Context: an optimization exercise on an open-source flow, tuned for small area, a short achievable clock period and few clock cycles per item. The choices shown serve that exercise and are no tape-out recipe.
Where RTL was checked, it was by simulation tests only, not by an equivalence proof against the original.
Power figures rest on the tool's default switching activity, not on a simulated workload.

Design bellmanFordTop, start of the top module:
module bellmanFordTop (
    input  logic                          clock,
    input  logic                          reset,
    input  logic                          start,
    input  bellmanFordPkg::nodeId_t       source,
    input  bellmanFordPkg::nodeId_t       destination,
    input  bellmanFordPkg::nodeId_t       nodeCount,
    output logic                          graphReadEnable,
    output bellmanFordPkg::graphAddress_t graphAddress,
    input  bellmanFordPkg::graphLine_t    graphData,
    output logic                          outWriteEnable,
    output bellmanFordPkg::graphAddress_t outAddress,
    output bellmanFordPkg::distance_t     outData,
    output logic                          busy,
    output logic                          finish,
    output logic                          negCycle
);
    localparam int NN = 31;
    localparam int DW = 13;
    localparam logic [5:0] PHASE1_NODES = 6'd60;
    typedef enum logic [2:0] {S_IDLE, S_RUN, S_PD, S_PN, S_PE, S_FIN} state_t;
  ...
Size: ~4,100 cells after synthesis, roughly 980 flip-flops, about 200 I/O pins, about 48,000 um^2 of cells after synthesis.
==> flow/config.mk <==
export PLATFORM = sky130hd
export DESIGN_NAME = bellmanFordTop
export DESIGN_NICKNAME = bellmanFordTop
export VERILOG_FILES = /design/flow/design.v
export SDC_FILE = /design/flow/constraint.sdc
export NUM_CORES = 4
export LEC_CHECK = 0
export CAP_MARGIN = 20
export CORE_MARGIN = 2
export CORE_UTILIZATION = 40
export SETUP_SLACK_MARGIN = 5.0
export SLEW_MARGIN = 20
export TNS_END_PERCENT = 100
==> flow/constraint.sdc <==
create_clock -name core_clock -period 8.0 [get_ports {clock}]
set_input_delay 1.6000 -clock core_clock [delete_from_list [all_inputs] [get_ports {clock}]]
set_output_delay 1.6000 -clock core_clock [all_outputs]
set_load 0.01 [all_outputs]
run.sh (not shown) runs the stock make flow with config.mk's settings and CLKGATE_MAP_FILE= SYNTH_SCRIPT=/design/flow/synth_recipe.tcl, a recipe that flattens the netlist after the stock synthesis.
The first run finished with timing, DRC and antenna clean.
Testbench counts at the start, summed over its fixed seeds: cycles 17,922, queries 96.
Edit:
Settings changed: ABC_AREA set to 1.
What happened: Design area is lower by 1.7%; combinational power is higher by 53%; final cell count is higher by 11%; routed wire length is lower by 6.3%; total power is higher by 15%; synthesized cell count is higher by 15%.
Edit:
Settings changed: ABC_AREA 1 to unset, SETUP_SLACK_MARGIN 5.0 to 4.0.
Clock power goes up by 5.7%.
Design area drops by about 7.5%.
Power is lower by 18%.
Wire length is lower by about 1.8%.
Non-clock buffer count went down by 253.
First-iteration DRC count climbs by about 2.3%.
Synthesized area grows by about 1%.
Hold slack is better by 5.6 ps.
Flip-flop and latch count stays the same.

* * *

bellmanFordTop, a different RTL version from the one above (not shown whole).
Size: about 860 flip-flops, about 39,000 um2 of cells after synthesis.
Design bellmanFordTop, start of the top module:
module bellmanFordTop (
    input  logic                          clock,
    input  logic                          reset,
    input  logic                          start,
    input  bellmanFordPkg::nodeId_t       source,
    input  bellmanFordPkg::nodeId_t       destination,
    input  bellmanFordPkg::nodeId_t       nodeCount,
    output logic                          graphReadEnable,
    output bellmanFordPkg::graphAddress_t graphAddress,
    input  bellmanFordPkg::graphLine_t    graphData,
    output logic                          outWriteEnable,
    output bellmanFordPkg::graphAddress_t outAddress,
    output bellmanFordPkg::distance_t     outData,
    output logic                          busy,
    output logic                          finish,
    output logic                          negCycle
);
Settings: LEC_CHECK=0, ABC_AREA=1, CAP_MARGIN=20, CORE_MARGIN=2, CORE_UTILIZATION=40, CTS_CLUSTER_DIAMETER=100, CTS_CLUSTER_SIZE=24, SETUP_SLACK_MARGIN=5.0, SLEW_MARGIN=20, TNS_END_PERCENT=100; clock period 8.0 ns.
Testbench counts at the start, summed over its fixed seeds: cycles 19,110, queries 96.
Edit:
CTS_CLUSTER_DIAMETER = 90   (was 100)
CTS_CLUSTER_SIZE = 20   (was 24)
TNS_END_PERCENT = 10   (was 100)
Power is higher by about 0.33%.
Final cell count barely changes.
Core utilization is lower by 0.12 points.
Edit:
==> flow/flow/run.sh (new file) <==
#!/bin/bash
# Standard layout, with plain buffers (sky130_fd_sc_hd__buf_1) on the ports
# instead of the resizer's default choice.
set -euo pipefail
cd "$(dirname "$0")/.."
export BUFFER_PORTS_ARGS="-buffer_cell sky130_fd_sc_hd__buf_1"
bash standard.sh > make_finish.log 2>&1
==> flow/standard.sh (new file) <==
#!/bin/bash
# synth_recipe.tcl (not shown) runs the flow's synth.tcl, then flattens the netlist and writes it again
# the make line also repeats each setting of config.mk as NAME=value (left out here)
make -C /OpenROAD-flow-scripts/flow DESIGN_CONFIG=/design/flow/config.mk WORK_HOME=/design/flow/orfs CLKGATE_MAP_FILE= SYNTH_SCRIPT=/design/flow/synth_recipe.tcl "${@:-finish}"
TNS_END_PERCENT = 100   (was 10)
removed: flow/run.sh
The new run finished with timing, DRC and antenna clean.
Wire length is lower slightly.
Register-to-register slack gains 130 ps.
Via count barely changes.
Worst hold slack loses 5.6 ps.
Final cell count is about the same.
First-iteration DRC count is lower by roughly a tenth.

* * *

Another version of the RTL of bellmanFordTop (not shown whole).
For scale: ~200 I/O pins.
clock: 8.0 ns
lec_check: 0
abc_area: 1
cap_margin: 20
core_margin: 2
core_utilization: 30
setup_slack_margin: 5.0
slew_margin: 20
tns_end_percent: 100
Stock flow here: none of the scripts above is used.
Testbench counts at the start, summed over its fixed seeds: cycles 21,834, queries 96.
Then changed:
Settings changed: CORE_UTILIZATION 30 to 40.
Hold slack got worse by 0.020 ns. Synthesized cell count stays the same. Total power goes up by 0.80%. Routed wire length goes down by about 2%. Maximum frequency is lower by about 1.4%. Sequential share of layout area came out higher by 0.34 points. Synthesized area stays the same. Clock skew stays flat.

* * *

Another version of the RTL of bellmanFordTop (not shown whole).
For scale: ~2500 cells after synthesis, ~820 flip-flops, about 200 I/O pins, roughly 35000 µm² of cells after synthesis.
// bellmanFordTop
module bellmanFordTop (
    input  logic                          clock,
    input  logic                          reset,
    input  logic                          start,
    input  bellmanFordPkg::nodeId_t       source,
    input  bellmanFordPkg::nodeId_t       destination,
    input  bellmanFordPkg::nodeId_t       nodeCount,
    output logic                          graphReadEnable,
    output bellmanFordPkg::graphAddress_t graphAddress,
    input  bellmanFordPkg::graphLine_t    graphData,
    output logic                          outWriteEnable,
    output bellmanFordPkg::graphAddress_t outAddress,
    output bellmanFordPkg::distance_t     outData,
    output logic                          busy,
    output logic                          finish,
    output logic                          negCycle
);
Settings: LEC_CHECK=0, CAP_MARGIN=20, CORE_MARGIN=2, CORE_UTILIZATION=30, SETUP_SLACK_MARGIN=5.0, SLEW_MARGIN=20, TNS_END_PERCENT=100; clock period 8.0 ns.
Edit:
CORE_UTILIZATION = 40   (was 30)
SETUP_SLACK_MARGIN = not set   (was 5.0)
TNS_END_PERCENT = not set   (was 100)
Worst setup slack got worse by 1300 ps.
Via count went down by 9.7%.
First-iteration DRC count went down by 21%.
Final area went down by 13%.
Area after synthesis stays the same.
Routed wire length went down by about 16%.
Power went down by 7.2%.
Global-route usage went up by 4.1 points.
No run of this note included a check of the RTL's function; only the layout flow was run.

* * *

run 1:
bellmanFordTop with an RTL version that a note above also has.
Size: about 860 flip-flops, roughly 0.039 sq mm of cells after synthesis.
clock: 8.0 ns
lec_check: 0
abc_area: 1
cap_margin: 20
core_margin: 2
core_utilization: 40
cts_cluster_diameter: 90
cts_cluster_size: 20
setup_slack_margin: 5.0
slew_margin: 20
tns_end_percent: 100
Run 1: no failed stages, no open violations at the end
Testbench counts of run 1, summed over its fixed seeds: cycles 19,110, queries 96.
### run 1 -> run 2
# run 1
export LEC_CHECK = 0
export ABC_AREA = 1
export CAP_MARGIN = 20
export CORE_MARGIN = 2
export CORE_UTILIZATION = 40
export CTS_CLUSTER_DIAMETER = 90
export CTS_CLUSTER_SIZE = 20
export SETUP_SLACK_MARGIN = 5.0
export SLEW_MARGIN = 20
export TNS_END_PERCENT = 100
create_clock -name core_clock -period 8.0 [get_ports {clock}]
# run 2
export LEC_CHECK = 0
export ABC_AREA = 1
export CAP_MARGIN = 20
export CORE_MARGIN = 2
export CORE_UTILIZATION = 40
export CTS_BUF_LIST = sky130_fd_sc_hd__clkbuf_8
export CTS_CLUSTER_DIAMETER = 80
export CTS_CLUSTER_SIZE = 16
export SETUP_SLACK_MARGIN = 5.0
export SLEW_MARGIN = 20
export TNS_END_PERCENT = 100
create_clock -name core_clock -period 8.0 [get_ports {clock}]
### Flow results
Run 1 → run 2: number of antenna violations at the first check in global routing +1, total power of the final layout down 2.9%, total of hold buffers inserted after clock tree synthesis did not really move.
Run 2 vs run 1, post-route worst setup slack went down by 110 ps.
Comparing run 1 with run 2, the via count of the routed design came out essentially unchanged.
[compare] base=run 1 new=run 2: clock-buffer cell count shrank by 10, ratio of final minimum period to clock period grew by 1.3 points.
Global-route met2 utilization delta for run 2 relative to run 1: 0.31 points lower
Comparing run 2 and run 1, the higher sum of routed wire segments on met1 was measured on run 2.
As far as number of instances in the placed design goes, run 2 and run 1 are indistinguishable; the numbers are identical.
Relative to run 1, clock power share decreased by 2.4 points in run 2.
Setup changes, run 2 to run 3
# run 2
export LEC_CHECK = 0
export ABC_AREA = 1
export CAP_MARGIN = 20
export CORE_MARGIN = 2
export CORE_UTILIZATION = 40
export CTS_BUF_LIST = sky130_fd_sc_hd__clkbuf_8
export CTS_CLUSTER_DIAMETER = 80
export CTS_CLUSTER_SIZE = 16
export SETUP_SLACK_MARGIN = 5.0
export SLEW_MARGIN = 20
export TNS_END_PERCENT = 100
create_clock -name core_clock -period 8.0 [get_ports {clock}]
# run 3
export LEC_CHECK = 0
export ABC_AREA = 1
export CAP_MARGIN = 20
export CORE_MARGIN = 2
export CORE_UTILIZATION = 40
export SETUP_SLACK_MARGIN = 5.0
export SLEW_MARGIN = 20
export TNS_END_PERCENT = 100
create_clock -name core_clock -period 8.0 [get_ports {clock}]
## What came out
- Per the comparison of run 3 with run 2, global-route congestion overflow total level, relative contribution of sequential cells to total power moved down, sum of routed wire length over all layers moved up, relative contribution of combinational cells to total power moved down, area overhead of the layout relative to synthesis moved up.
- In the flow results for run 2 and run 3, the sequential portion of the cell area is smaller on run 3.
- Going from run 2 to run 3, worst setup slack up 110 ps, setup fix buffers added after clock tree synthesis up 22%, number of fillers in the final layout down 258.
- Looking at first-iteration DRC count, run 3 sits 37 lower than run 2 does.
### run 3 -> run 4
# run 3
export LEC_CHECK = 0
export ABC_AREA = 1
export CAP_MARGIN = 20
export CORE_MARGIN = 2
export CORE_UTILIZATION = 40
export SETUP_SLACK_MARGIN = 5.0
export SLEW_MARGIN = 20
export TNS_END_PERCENT = 100
create_clock -name core_clock -period 8.0 [get_ports {clock}]
# run 4
export LEC_CHECK = 0
export ABC_AREA = 1
export CAP_MARGIN = 20
export CORE_MARGIN = 2
export CORE_UTILIZATION = 50
export CTS_CLUSTER_DIAMETER = 90
export CTS_CLUSTER_SIZE = 20
export SETUP_SLACK_MARGIN = 5.0
export SLEW_MARGIN = 20
export TNS_END_PERCENT = 100
create_clock -name core_clock -period 8.0 [get_ports {clock}]
--- outcome ---
The flow did not stop early for run 4: all stages ran, and the layout cleared the timing, design-rule and antenna checks.
Run 3: flow completed, timing, DRC and antenna clean
Going from run 3 to run 4, utilization grew by 9.6 points; quantity of gates resized following cts shrank by 8.1%; number of vias per cell after detailed routing grew by about 4%; worst slack at placement grew by 250 ps; global-route usage grew by 4.8 points.
Global-route met3 utilization came out lower on run 4 than on run 3.
Higher part of the total power dissipated in combinational logic among run 4 and run 3: run 4
For total design power, dividing the value from run 3 by the value from run 4 gives 1.11.
~same mean instance size in the synthesized netlist in run 4 and run 3
Clock buffer count in the final layout delta for run 4 relative to run 3: about 30% lower

* * *

Another version of the RTL of bellmanFordTop (not shown whole).
For scale: about 2300 cells after synthesis, roughly 200 I/O pins, roughly 0.033 mm² of cells after synthesis.
Settings: LEC_CHECK=0, CAP_MARGIN=20, CORE_MARGIN=2, CORE_UTILIZATION=40, SLEW_MARGIN=20; clock period 8.0 ns.
Testbench counts at the start, summed over its fixed seeds: cycles 21,796, queries 96.
Change:
--- a/flow/config.mk
+++ b/flow/config.mk
@@ -10,2 +10,4 @@
 export CORE_UTILIZATION = 40
+export SETUP_SLACK_MARGIN = 4.5
 export SLEW_MARGIN = 20
+export TNS_END_PERCENT = 100
What happened:
- The changed run finished clean
- critical path depth rose by 7
- cell count rose by 7.6%
- setup slack improves by 1.7 ns
- cell area rose by 14%
- power rose by 9.2%
- die area does not change
- via count rose by 10%
- utilization rose by 6.7 points

* * *

Setup of JK:
bellmanFordTop, a different RTL version from the one above (not shown whole).
Size: about 4,500 cells after synthesis, roughly 880 flip-flops, about 200 I/O pins, roughly 42,000 um^2 of cells after synthesis.
==> flow/config.mk <==
export PLATFORM = sky130hd
export DESIGN_NAME = bellmanFordTop
export DESIGN_NICKNAME = bellmanFordTop
export VERILOG_FILES = /design/flow/design.v
export SDC_FILE = /design/flow/constraint.sdc
export NUM_CORES = 4
export LEC_CHECK = 0
export ABC_AREA = 1
export CAP_MARGIN = 20
export CORE_MARGIN = 2
export CORE_UTILIZATION = 40
export CTS_CLUSTER_DIAMETER = 90
export CTS_CLUSTER_SIZE = 20
export SETUP_SLACK_MARGIN = 5.0
export SLEW_MARGIN = 20
export TNS_END_PERCENT = 100
==> flow/constraint.sdc <==
create_clock -name core_clock -period 8.0 [get_ports {clock}]
set_input_delay 1.6000 -clock core_clock [delete_from_list [all_inputs] [get_ports {clock}]]
set_output_delay 1.6000 -clock core_clock [all_outputs]
set_load 0.01 [all_outputs]
standard.sh (not shown) runs the stock make flow with config.mk's settings and CLKGATE_MAP_FILE= SYNTH_SCRIPT=/design/flow/synth_recipe.tcl, a recipe that flattens the netlist after the stock synthesis.
==> flow/flow/run.sh <==
#!/bin/bash
# Standard layout, with plain buffers (sky130_fd_sc_hd__buf_1) on the ports
# instead of the resizer's default choice.
set -euo pipefail
cd "$(dirname "$0")/.."
export BUFFER_PORTS_ARGS="-buffer_cell sky130_fd_sc_hd__buf_1"
bash standard.sh > make_finish.log 2>&1
Testbench counts of JK, summed over its fixed seeds: cycles 17,065, queries 96.
What MS does differently from JK at the input level:
==> flow/run.sh (new file) <==
#!/bin/bash
# synth_recipe.tcl (not shown) runs the flow's synth.tcl, then flattens the netlist and writes it again
# the make line also repeats each setting of config.mk as NAME=value (left out here)
make -C /OpenROAD-flow-scripts/flow DESIGN_CONFIG=/design/flow/config.mk WORK_HOME=/design/flow/orfs CLKGATE_MAP_FILE= SYNTH_SCRIPT=/design/flow/synth_recipe.tcl finish
removed: flow/flow/run.sh
removed: flow/standard.sh
==> run summary <==
Number of antenna violations at the first check in global routing on MS is up relative to JK.
| highest cell delay on the worst timing path | MS vs JK | ≈ equal |
Compared with JK, in MS total length of routed met3 wires +about 2%; mean routed wirelength per cell now sits at about the same level; worst setup slack +0.038 ns.
On area growth from synthesis to layout: between JK and MS, it ends up lower for JK.
Comparing JK and MS, the lower sequential share of layout area was measured on MS.
Higher data required time at the worst endpoint among JK and MS: JK

* * *

bellmanFordTop with an RTL version that a note above also has.
Size: about 2,500 cells after synthesis, about 820 flip-flops, roughly 35,000 um2 of cells after synthesis.
make LEC_CHECK=0 ABC_CLOCK_PERIOD_IN_PS=3000 CAP_MARGIN=20 CORE_MARGIN=2 CORE_UTILIZATION=40 SETUP_SLACK_MARGIN=5.0 SLEW_MARGIN=20 TNS_END_PERCENT=100 finish   # period 8.0 ns
run.sh (not shown) runs the stock make flow with config.mk's settings and CLKGATE_MAP_FILE= SYNTH_SCRIPT=/design/flow/synth_recipe.tcl, a recipe that flattens the netlist after the stock synthesis.
Stock flow here: none of the scripts above is used.
Edit:
--- a/flow/config.mk
+++ b/flow/config.mk
@@ -7,3 +7,3 @@
 export LEC_CHECK = 0
-export ABC_CLOCK_PERIOD_IN_PS = 3000
+export ABC_AREA = 1
 export CAP_MARGIN = 20
Effect: The new run went through all stages and came out clean; die area went up by 5.4%; cell area went down by 5.1%; sequential cell count does not change; hold slack is better by 0.021 ns; routed wire length went down by about 14%; clock-buffer cell count went up by 6.
Edit:
--- a/flow/config.mk
+++ b/flow/config.mk
@@ -7,3 +7,2 @@
 export LEC_CHECK = 0
-export ABC_AREA = 1
 export CAP_MARGIN = 20
Effect:
- The changed run completed without violations
- setup slack gets worse by 0.40 ns
- wire length increases by 16%
- power decreases by 17%
- design area rose by 5.4%
- core utilization is higher by 5.5 points
- sequential power drops by 6.6%
- global-route usage rises by 3.6 points
- hold slack got worse by 0.021 ns
- synthesized cell count decreases by 31%
- clock power goes down by about 1%
- via count falls by 4.7%
Function was not checked in any run of this note: the RTL went through the layout flow alone.

[afterwards: timing with drivers on the ports]
How much do the figures lean on ideal ports? The routed layouts below were timed once more, with nothing changed but the port constraints.
Step 1, drivers: a clkbuf_16 drives clock and a buf_2 each remaining input, both assumed.
Step 2 times the ports against the registers' clock, not the clock port: input delays grow and output delays shrink by t, the midpoint of the rising clock arrivals with the driver on.
Slacks: ideal / step 1 / step 2; pairs: ideal / step 1.
run | t (ns) | slack for setup (ns) | worst setup path after step 2 | clock arrival spread, ns
the first run of note 1 | 0.777 | 4.329 / 4.329 / 4.061 | input to register | 0.072 / 0.072
the second run of note 1 | 0.791 | 4.290 / 4.290 / 4.290 | register to register | 0.040 / 0.040
the third run of note 1 | 0.766 | 3.953 / 3.953 / 3.612 | input to register | 0.042 / 0.041
the first run of note 2 | 0.685 | 5.004 / 4.969 / 4.332 | input to register | 0.055 / 0.055
the second run of note 2 | 0.715 | 4.733 / 4.658 / 4.279 | input to register | 0.046 / 0.046
the third run of note 2 | 0.706 | 5.035 / 4.986 / 4.394 | input to register | 0.032 / 0.032
the first run of note 3 | 0.696 | 5.029 / 4.965 / 4.378 | input to register | 0.030 / 0.030
the second run of note 3 | 0.689 | 4.988 / 4.922 / 4.336 | input to register | 0.030 / 0.030
the first run of note 4 | 0.742 | 4.723 / 4.723 / 4.277 | input to register | 0.040 / 0.040
the second run of note 4 | 0.704 | 3.395 / 3.395 / 3.395 | register to register | 0.043 / 0.043
run 1 | 0.714 | 5.031 / 4.962 / 4.389 | input to register | 0.043 / 0.042
run 2 | 0.825 | 4.924 / 4.857 / 4.326 | input to register | 0.052 / 0.052
run 3 | 0.717 | 5.037 / 4.965 / 4.370 | input to register | 0.054 / 0.054
run 4 | 0.693 | 5.003 / 4.983 / 4.320 | input to register | 0.021 / 0.022
the first run of note 6 | 0.694 | 1.198 / 1.198 / 1.198 | register to register | 0.042 / 0.043
the second run of note 6 | 0.707 | 2.891 / 2.891 / 2.891 | register to register | 0.052 / 0.051
JK | 0.727 | 4.999 / 4.987 / 4.384 | input to register | 0.031 / 0.032
MS | 0.714 | 5.037 / 4.962 / 4.398 | input to register | 0.028 / 0.028
the first run of note 8 | 0.732 | 4.579 / 4.579 / 4.279 | input to register | 0.068 / 0.067
the second run of note 8 | 0.707 | 4.977 / 4.962 / 4.420 | input to register | 0.054 / 0.055
the third run of note 8 | 0.732 | 4.579 / 4.579 / 4.279 | input to register | 0.068 / 0.067
After both steps setup and hold are still met in every run listed. For run 4, which loses most, drivers alone change the setup slack by -0.020 ns; drivers and shift together by -0.683 ns.
